This design comes from an exercise in tuning for small area and a short achievable clock period on the open sky130 flow, not from production work. The RTL was checked by simulation tests, not by an equivalence proof against the original design.

// pn_top
module pn_top (
    input  logic        clk,
    input  logic        rst_n,
    input  logic        in_valid,
    input  logic [1:0]  mode,
    input  logic        operator,
    input  logic [2:0]  in,
    output logic        out_valid,
    output logic [31:0] out
);
Size in the first run: ~150 flip-flops, ~42 I/O pins, roughly 0.011 mm2 of cells after synthesis.
export LEC_CHECK = 0
export CAP_MARGIN = 20
export CORE_MARGIN = 2
export CORE_UTILIZATION = 40
export CTS_BUF_LIST = sky130_fd_sc_hd__clkbuf_8
export CTS_CLUSTER_DIAMETER = 50
export CTS_CLUSTER_SIZE = 20
export PLACE_DENSITY = 0.7
export SLEW_MARGIN = 20
export TNS_END_PERCENT = 0
create_clock -name core_clock -period 11.0 [get_ports {clk}]
standard.sh (not shown) runs the stock make flow with config.mk's settings and CLKGATE_MAP_FILE= SYNTH_SCRIPT=/design/flow/synth_recipe.tcl, a recipe that flattens the netlist after the stock synthesis.
==> flow/flow/run.sh <==
#!/bin/bash
set -e
export BUFFER_PORTS_ARGS="-buffer_cell sky130_fd_sc_hd__buf_1"
export SETUP_SLACK_MARGIN=7
bash standard.sh > standard.log 2>&1
Then changed:
--- a/flow/flow/run.sh
+++ b/flow/flow/run.sh
@@ -4 +4 @@
-export SETUP_SLACK_MARGIN=7
+export SETUP_SLACK_MARGIN=7.5
- PLACE_DENSITY: 0.7 -> default
- TNS_END_PERCENT: 0 -> 10
What happened: The new run completed without violations. Synthesized area stays the same. Clock skew goes up by 0.0089 ns. Final area is higher by 6.7%. Via count grows by about 0.9%. Wire length climbs by about 6%. Synthesized cell count does not change.
Then changed:
--- a/flow/flow/run.sh
+++ b/flow/flow/run.sh
@@ -4 +4 @@
-export SETUP_SLACK_MARGIN=7.5
+export SETUP_SLACK_MARGIN=7
- PLACE_DENSITY: default -> 0.7
- TNS_END_PERCENT: 10 -> 20
After rerunning:
- The changed run completed with no timing, DRC or antenna violations
- global-route usage falls by 1.3 points
- count of clock-buffer cells in the layout stays the same
- register-to-register slack barely changes
- final area went down by about 5%
- die area does not change
- core utilization drops by 2.6 points
- worst hold slack is about the same
- synthesized cell count does not change
- worst setup slack hardly moves
Then changed:
--- a/flow/flow/run.sh
+++ b/flow/flow/run.sh
@@ -4 +4 @@
-export SETUP_SLACK_MARGIN=7
+export SETUP_SLACK_MARGIN=6.75
=> The changed run completed without violations; maximum frequency falls by a few percent; die area is unchanged; final cell count rose slightly; count of clock-buffer cells in the layout does not change; global-route usage shrinks by 0.22 points; worst setup slack got worse by 0.084 ns; via count stays flat.
Then changed:
--- a/flow/flow/run.sh
+++ b/flow/flow/run.sh
@@ -4 +4 @@
-export SETUP_SLACK_MARGIN=6.75
+export SETUP_SLACK_MARGIN=7.25
- TNS_END_PERCENT: 20 -> 5
After rerunning:
- The changed run went through all stages and came out clean
- area after synthesis is unchanged
- via count shrinks by about 0.4%
- setup slack gets better by 0.016 ns
- die area does not change
- register-to-register slack improved by 0.02 ns

---

Setup of before:
Another version of the RTL of pn_top (not shown whole).
For scale: about 42 I/O pins, ~12000 µm² of cells after synthesis.
Settings: LEC_CHECK=0, CAP_MARGIN=20, CORE_MARGIN=2, CORE_UTILIZATION=40, CTS_BUF_LIST=sky130_fd_sc_hd__clkbuf_8, CTS_CLUSTER_DIAMETER=100, CTS_CLUSTER_SIZE=30, SETUP_SLACK_MARGIN=5, SLEW_MARGIN=20; clock period 11.0 ns.
run.sh (not shown) runs the stock make flow with config.mk's settings and CLKGATE_MAP_FILE= SYNTH_SCRIPT=/design/flow/synth_recipe.tcl, a recipe that flattens the netlist after the stock synthesis.
Stock flow here: none of the scripts above is used.
The inputs of after differ from those of before as listed below.
Settings: CTS_CLUSTER_DIAMETER: 100 -> 50; CTS_CLUSTER_SIZE: 30 -> 20.
==> flow/flow/run.sh (new file) <==
#!/bin/bash
# the standard layout; the buffers that global placement puts on the ports
# are the smallest buffer cell instead of the one buffer_ports picks
set -e
export BUFFER_PORTS_ARGS="-buffer_cell sky130_fd_sc_hd__buf_1"
bash standard.sh > standard.log 2>&1
==> flow/standard.sh (new file) <==
#!/bin/bash
# synth_recipe.tcl (not shown) runs the flow's synth.tcl, then flattens the netlist and writes it again
# the make line also repeats each setting of config.mk as NAME=value (left out here)
make -C /OpenROAD-flow-scripts/flow DESIGN_CONFIG=/design/flow/config.mk WORK_HOME=/design/flow/orfs CLKGATE_MAP_FILE= SYNTH_SCRIPT=/design/flow/synth_recipe.tcl "${@:-finish}"
removed: flow/run.sh
Results
Delta (after minus before): total placed cells including tap cells flat; final cell count flat; area of combinational cells with multiple inputs flat; register-to-register slack up 0.08 ns.
Of the two values seen for critical path's slowest cell, edfxtp_1 was produced by before and and2_1 by after.
Compared with before, after shows a higher via count.
The largest driver fanout on the critical path in after sits 23 below the value recorded for before.
The wire length in after sits about 3.7% above the value recorded for before.

---

The RTL this note starts from:
==> flow/design.v <==
package pn_pkg;
    localparam int TOK_DEPTH = 12;               
    localparam logic [1:0] MODE_PREFIX  = 2'd2;
    localparam logic [1:0] MODE_POSTFIX = 2'd3;
    localparam logic [2:0] OP_ADD     = 3'd0;
    localparam logic [2:0] OP_SUB     = 3'd1;
    localparam logic [2:0] OP_MUL     = 3'd2;
    localparam logic [2:0] OP_ABS_SUM = 3'd3;
endpackage
`timescale 1ns/10ps
module pn_token_buffer (
    input  logic       clk,
    input  logic       in_valid,
    input  logic       operator,
    input  logic [2:0] in,
    output logic [2:0] val,          
    output logic       is_op,        
    output logic       op_sub,       
    output logic       op_mul,       
    output logic       op_abs,       
    output logic       op_sum        
);
    logic [3:0] ent [pn_pkg::TOK_DEPTH];
    logic [3:0] nxt;                 
    assign nxt = in_valid ? {operator, in} : ent[1];
    always_ff @(posedge clk) begin
        for (int i = 0; i < pn_pkg::TOK_DEPTH; i++) begin
            if (in_valid)
                ent[i] <= (i == 0) ? {operator, in} : ent[(i == 0) ? 0 : i - 1];
            else
                ent[i] <= (i == pn_pkg::TOK_DEPTH - 1) ? ent[i] : ent[(i == pn_pkg::TOK_DEPTH - 1) ? i : i + 1];
        end
        op_sub <= nxt[3] && nxt[2:0] == pn_pkg::OP_SUB;
        op_mul <= nxt[3] && nxt[2:0] == pn_pkg::OP_MUL;
        op_abs <= nxt[3] && nxt[2:0] == pn_pkg::OP_ABS_SUM;
        op_sum <= nxt[3] && !nxt[2] && nxt[1:0] != 2'd2;
    end
    assign val   = ent[0][2:0];
    assign is_op = ent[0][3];
endmodule
`timescale 1ns/10ps
module pn_stack_eval (
    input  logic        clk,
    input  logic        rst_n,
    input  logic        start,       
    input  logic        ev,          
    input  logic        fin,         
    input  logic [2:0]  val,         
    input  logic        is_op,
    input  logic        op_sub,
    input  logic        op_mul,
    input  logic        op_abs,
    input  logic        op_sum,
    input  logic        prefix,      
    output logic [17:0] result       
);
    logic [2:0]  depth;              
    logic        topx;               
    logic [17:0] x;
    logic [9:0]  y;
    logic [9:0]  ysel;               
    logic [9:0]  ynew;
    logic [1:0]  xk;                 
    logic [1:0]  yk;                 
    logic [15:0] ram0;               
    logic [9:0]  ram1;               
    logic [6:0]  ram2;               
    logic [2:0]  ram3;               
    logic [1:0]  k0;                 
    logic [1:0]  k1;                 
    logic        k2;                 
    logic        sel_x;              
    logic        sel_y;
    logic        sel_r;
    logic [17:0] ys;
    logic        neg;
    logic [17:0] sum;
    logic [17:0] prd;
    logic [17:0] mag;
    logic [17:0] res;
    logic [2:0]  ksum;
    logic [1:0]  rk;                 
    logic        rbig;               
    logic [17:0] below;              
    logic [1:0]  bk;
    logic [17:0] nos;                
    logic [1:0]  nk;
    logic        push;
    logic        pop;
    logic [2:0]  nd;
    logic        ntopx;
    assign ys = {{8{y[9]}}, y};
    function automatic logic [9:0] booth_sel(input logic [9:0] b);
        logic [10:0] bb;
        bb = {b, 1'b0};
        for (int i = 0; i < 5; i++) begin
            booth_sel[i]     = bb[2*i+1] ^ bb[2*i];
            booth_sel[5 + i] = (bb[2*i+2] & !bb[2*i+1] & !bb[2*i]) | (!bb[2*i+2] & bb[2*i+1] & bb[2*i]);
        end
    endfunction
    function automatic logic [17:0] booth_mul(input logic [17:0] a, input logic [9:0] b,
                                              input logic [9:0] sel);
        logic [17:0] acc;
        logic [17:0] row;
        logic [18:0] a2;
        logic        ng;
        a2  = {a, 1'b0};
        acc = '0;
        for (int i = 0; i < 5; i++) begin
            ng  = b[2*i+1];
            row = '0;
            for (int j = 0; j < 18; j++)
                row[j] = ((sel[i] & a[j]) | (sel[5 + i] & a2[j])) ^ ng;
            acc = acc + (row << (2*i)) + ({17'd0, ng} << (2*i));
        end
        booth_mul = acc;
    endfunction
    always_comb begin
        sum = x + {{8{y[9] ^ op_sub}}, y ^ {10{op_sub}}} + {17'd0, op_sub};
        neg = op_sub ? (topx ^ prefix) : (op_abs && sum[17]);
        mag = neg ? -sum : sum;
        prd = booth_mul(x, y, ysel);
        res = ({18{op_mul}} & prd) | ({18{op_sum}} & mag);
        ksum = {1'b0, xk} + {1'b0, yk} + 3'd1;
        rk   = ksum[2] ? 2'd3 : ksum[1:0];
        rbig = ksum >= 3'd3;
        case (depth)
            3'd3:    begin below = {{2{ram0[15]}}, ram0}; bk = k0; end
            3'd4:    begin below = {{8{ram1[9]}}, ram1};  bk = k1; end
            3'd5:    begin below = {{11{ram2[6]}}, ram2}; bk = {1'b0, k2}; end
            default: begin below = {15'd0, ram3};         bk = 2'd0; end
        endcase
        nos = topx ? ys : x;
        nk  = topx ? yk : xk;
        ynew  = !is_op ? {7'd0, val} : rbig ? below[9:0] : res[9:0];
        push  = ev && depth != 3'd7 && !is_op;
        pop   = ev && depth != 3'd7 && is_op && depth >= 3'd2;
        nd    = depth;
        ntopx = topx;
        if (start) begin
            nd = '0;
        end else if (push) begin
            nd    = depth + 1'b1;
            ntopx = 1'b0;
        end else if (pop) begin
            nd    = depth - 1'b1;
            ntopx = rbig;
        end
    end
    always_ff @(posedge clk) begin
        depth <= nd;
        topx  <= ntopx;
        if (push) begin
            x  <= topx ? x : ys;
            xk <= topx ? xk : yk;
            y  <= ynew;
            ysel <= booth_sel(ynew);
            yk <= 2'd0;
            case (depth)
                3'd2: begin ram0 <= nos[15:0]; k0 <= nk; end
                3'd3: begin ram1 <= nos[9:0];  k1 <= nk; end
                3'd4: begin ram2 <= nos[6:0];  k2 <= nk != 2'd0; end
                3'd5:       ram3 <= nos[2:0];
                default: ;
            endcase
        end else if (pop) begin
            if (rbig) begin
                x  <= res;
                xk <= rk;
                y  <= ynew;
                ysel <= booth_sel(ynew);
                yk <= bk;
            end else begin
                x  <= below;
                xk <= bk;
                y  <= ynew;
                ysel <= booth_sel(ynew);
                yk <= rk;
            end
        end
    end
    always_ff @(posedge clk or negedge rst_n) begin
        if (!rst_n) begin
            sel_x <= 1'b0;
            sel_y <= 1'b0;
            sel_r <= 1'b0;
        end else begin
            sel_x <= fin && ((nd == 3'd1 && ntopx) || (nd == 3'd2 && !ntopx));
            sel_y <= fin && ((nd == 3'd1 && !ntopx) || (nd == 3'd2 && ntopx));
            sel_r <= fin && nd >= 3'd3;
        end
    end
    assign result = ({18{sel_x}} & x) | ({18{sel_y}} & ys) | ({18{sel_r}} & {{2{ram0[15]}}, ram0});
endmodule
`timescale 1ns/10ps
module pn_top (
    input  logic        clk,
    input  logic        rst_n,
    input  logic        in_valid,
    input  logic [1:0]  mode,
    input  logic        operator,
    input  logic [2:0]  in,
    output logic        out_valid,
    output logic [31:0] out
);
    logic        recv;           
    logic [3:0]  cnt;
    logic        acc;            
    logic        prefix;
    logic        res_q;          
    logic [2:0]  val;
    logic        is_op;
    logic        op_sub;
    logic        op_mul;
    logic        op_abs;
    logic        op_sum;
    logic [17:0] result;
    logic        start;
    logic        drain;
    logic        ev;
    logic        fin;
    assign start = in_valid && !recv;
    assign drain = recv ? !in_valid : (cnt != 4'd0);
    assign ev    = acc && (recv ? (!prefix || !in_valid) : (prefix && cnt != 4'd0));
    assign fin   = acc && drain && (cnt == 4'd1);
    always_ff @(posedge clk or negedge rst_n) begin
        if (!rst_n) begin
            recv  <= 1'b0;
            cnt   <= '0;
            res_q <= 1'b0;
        end else begin
            res_q <= fin;
            if (start) begin
                recv <= 1'b1;
                cnt  <= 4'd1;
            end else if (recv && in_valid) begin
                cnt  <= cnt + 1'b1;
            end else if (drain) begin
                recv <= 1'b0;
                cnt  <= acc ? cnt - 1'b1 : 4'd0;
            end
        end
    end
    always_ff @(posedge clk) begin
        if (start) begin
            acc    <= mode[1];
            prefix <= !mode[0];
        end
    end
    pn_token_buffer i_token_buffer (
        .clk      (clk),
        .in_valid (in_valid),
        .operator (operator),
        .in       (in),
        .val      (val),
        .is_op    (is_op),
        .op_sub   (op_sub),
        .op_mul   (op_mul),
        .op_abs   (op_abs),
        .op_sum   (op_sum)
    );
    pn_stack_eval i_stack_eval (
        .clk    (clk),
        .rst_n  (rst_n),
        .start  (start),
        .ev     (ev),
        .fin    (fin),
        .val    (val),
        .is_op  (is_op),
        .op_sub (op_sub),
        .op_mul (op_mul),
        .op_abs (op_abs),
        .op_sum (op_sum),
        .prefix (prefix),
        .result (result)
    );
    assign out_valid = res_q;
    assign out       = {{14{result[17]}}, result};
endmodule
clock: 11.0 ns
lec_check: 0
cap_margin: 20
core_margin: 2
core_utilization: 40
cts_buf_list: sky130_fd_sc_hd__clkbuf_8
cts_cluster_diameter: 50
cts_cluster_size: 20
slew_margin: 20
standard.sh (not shown) runs the stock make flow with config.mk's settings and CLKGATE_MAP_FILE= SYNTH_SCRIPT=/design/flow/synth_recipe.tcl, a recipe that flattens the netlist after the stock synthesis.
==> flow/flow/run.sh <==
#!/bin/bash
set -e
export BUFFER_PORTS_ARGS="-buffer_cell sky130_fd_sc_hd__buf_1"
export SETUP_SLACK_MARGIN=7
bash standard.sh > standard.log 2>&1
Edit:
==> flow/flow/run.sh (replaced) <==
#!/bin/bash
set -e
export BUFFER_PORTS_ARGS="-buffer_cell sky130_fd_sc_hd__buf_1"
export SETUP_SLACK_MARGIN=6
bash standard.sh > standard.log 2>&1
=> Fmax went down by a few percent; clock skew went down by 24 ps; critical path depth went down by 12; setup slack is worse by 210 ps; via count went down by a few percent; flip-flop and latch count is unchanged; cell count went down by a few percent.

---

pn_top, a different RTL version from the one above (not shown whole).
Size: about 1500 cells after synthesis, roughly 0.013 mm² of cells after synthesis.
clock: 11.0 ns
lec_check: 0
cap_margin: 20
core_margin: 2
core_utilization: 40
setup_slack_margin: 5
slew_margin: 20
run.sh (not shown) runs the stock make flow with config.mk's settings and CLKGATE_MAP_FILE= SYNTH_SCRIPT=/design/flow/synth_recipe.tcl, a recipe that flattens the netlist after the stock synthesis.
Stock flow here: none of the scripts above is used.
Edit:
Settings changed: CORE_UTILIZATION 40 to 65, PLACE_DENSITY set to 0.75.
What happened:
- The changed run went through all stages and came out clean
- die area goes down by 38%
- count of clock-buffer cells in the layout does not change
- final area goes down by 1.8%
- first-iteration DRC count goes up by 5.9%
- clock skew is about the same

---

pn_top with an RTL version that a note above also has.
Size: ~1,200 cells after synthesis, ~150 flip-flops, ~42 I/O pins, roughly 11,000 um^2 of cells after synthesis.
// pn_top
module pn_top (
    input  logic        clk,
    input  logic        rst_n,
    input  logic        in_valid,
    input  logic [1:0]  mode,
    input  logic        operator,
    input  logic [2:0]  in,
    output logic        out_valid,
    output logic [31:0] out
);
    logic        recv;           
    logic [3:0]  cnt;
    logic        acc;            
    logic        prefix;
    logic        res_q;          
    logic [2:0]  val;
    logic        is_op;
    logic        op_sub;
    logic        op_mul;
    logic        op_abs;
    logic        op_sum;
    logic [17:0] result;
    logic        start;
    logic        drain;
    logic        ev;
    logic        first;
    logic        fin;
    assign start = in_valid && !recv;
    assign drain = recv ? !in_valid : (cnt != 4'd0);
    assign ev    = acc && (recv || (prefix && cnt != 4'd0));
    assign first = recv && prefix;
    assign fin   = acc && drain && (cnt == 4'd1);
    always_ff @(posedge clk or negedge rst_n) begin
        if (!rst_n) begin
            recv  <= 1'b0;
            cnt   <= '0;
            res_q <= 1'b0;
        end else begin
            res_q <= fin;
            if (start) begin
                recv <= 1'b1;
                cnt  <= 4'd1;
            end else if (recv && in_valid) begin
                cnt  <= cnt + 1'b1;
  ...
clock: 11.0 ns
lec_check: 0
cap_margin: 20
core_margin: 2
core_utilization: 40
cts_buf_list: sky130_fd_sc_hd__clkbuf_8
cts_cluster_diameter: 50
cts_cluster_size: 20
place_density: 0.8
slew_margin: 20
tns_end_percent: 20
standard.sh (not shown) runs the stock make flow with config.mk's settings and CLKGATE_MAP_FILE= SYNTH_SCRIPT=/design/flow/synth_recipe.tcl, a recipe that flattens the netlist after the stock synthesis.
==> flow/flow/run.sh <==
#!/bin/bash
set -e
export BUFFER_PORTS_ARGS="-buffer_cell sky130_fd_sc_hd__buf_1"
export SETUP_SLACK_MARGIN=7
bash standard.sh > standard.log 2>&1
The starting point produced a clean layout.
Rerun with:
PLACE_DENSITY = default   (was 0.8)
After rerunning:
- worst setup slack improves by 340 ps
- register-to-register slack gets better by 340 ps
- synthesized cell count is unchanged
- sequential share of layout area goes up by 0.54 points
- wire length drops by 5.8%
- flip-flop and latch count is unchanged
Rerun with:
CAP_MARGIN = 5   (was 20)
PLACE_DENSITY = 0.7   (was default)
SLEW_MARGIN = 5   (was 20)
Outcome: Via count climbs by 2.4%. Non-clock buffer count drops by 1. Worst setup slack improved by 22 ps. Flip-flop and latch count is unchanged. First-iteration DRC count climbs by 14%. Utilization drops by 0.23 points.

## static timing again, ports no longer ideal
In the flow no input, the clock included, has a driving cell. The finished layouts below were timed again as built, in two steps. Step 1 sets driving cells, clkbuf_16 on the clock port and buf_2 on the other inputs (assumed; they add their load-dependent delay and slew). Step 2, shift: input delay + t, output delay - t, t = (earliest + latest rising clock arrival at the registers) / 2. This alone moves slack from input paths to output paths. Three values: ideal, step 1, step 2; two values: the first two.
run	shift t [ns]	setup slack, ns	worst hold slack (ns)	cell pins on the clock port's net
the first run of note 1	0.488	6.858 / 6.858 / 6.858	0.443 / 0.443 / 0.443	1
the second run of note 1	0.490	6.925 / 6.925 / 6.925	0.443 / 0.443 / 0.443	1
the third run of note 1	0.491	6.923 / 6.908 / 6.923	0.443 / 0.443 / 0.443	1
the fourth run of note 1	0.492	6.839 / 6.839 / 6.839	0.446 / 0.446 / 0.446	1
the fifth run of note 1	0.491	6.855 / 6.855 / 6.855	0.435 / 0.435 / 0.435	1
before	0.494	5.535 / 5.535 / 5.535	0.438 / 0.438 / 0.438	1
after	0.506	5.617 / 5.617 / 5.517	0.436 / 0.436 / 0.436	1
the first run of note 3	0.503	6.303 / 6.303 / 6.303	0.447 / 0.447 / 0.447	1
the second run of note 3	0.510	6.092 / 6.115 / 5.605	0.436 / 0.436 / 0.436	1
the first run of note 4	0.467	5.377 / 5.332 / 5.430	0.433 / 0.433 / 0.433	1
the second run of note 4	0.465	5.201 / 5.201 / 5.201	0.436 / 0.436 / 0.436	1
the first run of note 5	0.503	6.563 / 6.563 / 6.563	0.442 / 0.442 / 0.442	1
the second run of note 5	0.494	6.902 / 6.902 / 6.902	0.444 / 0.444 / 0.444	1
the third run of note 5	0.491	6.923 / 6.908 / 6.923	0.443 / 0.443 / 0.443	1
After both steps every run listed still meets setup and hold. For the second run of note 3, which loses most, drivers alone change the setup slack by +0.023 ns; drivers and shift together by -0.487 ns.
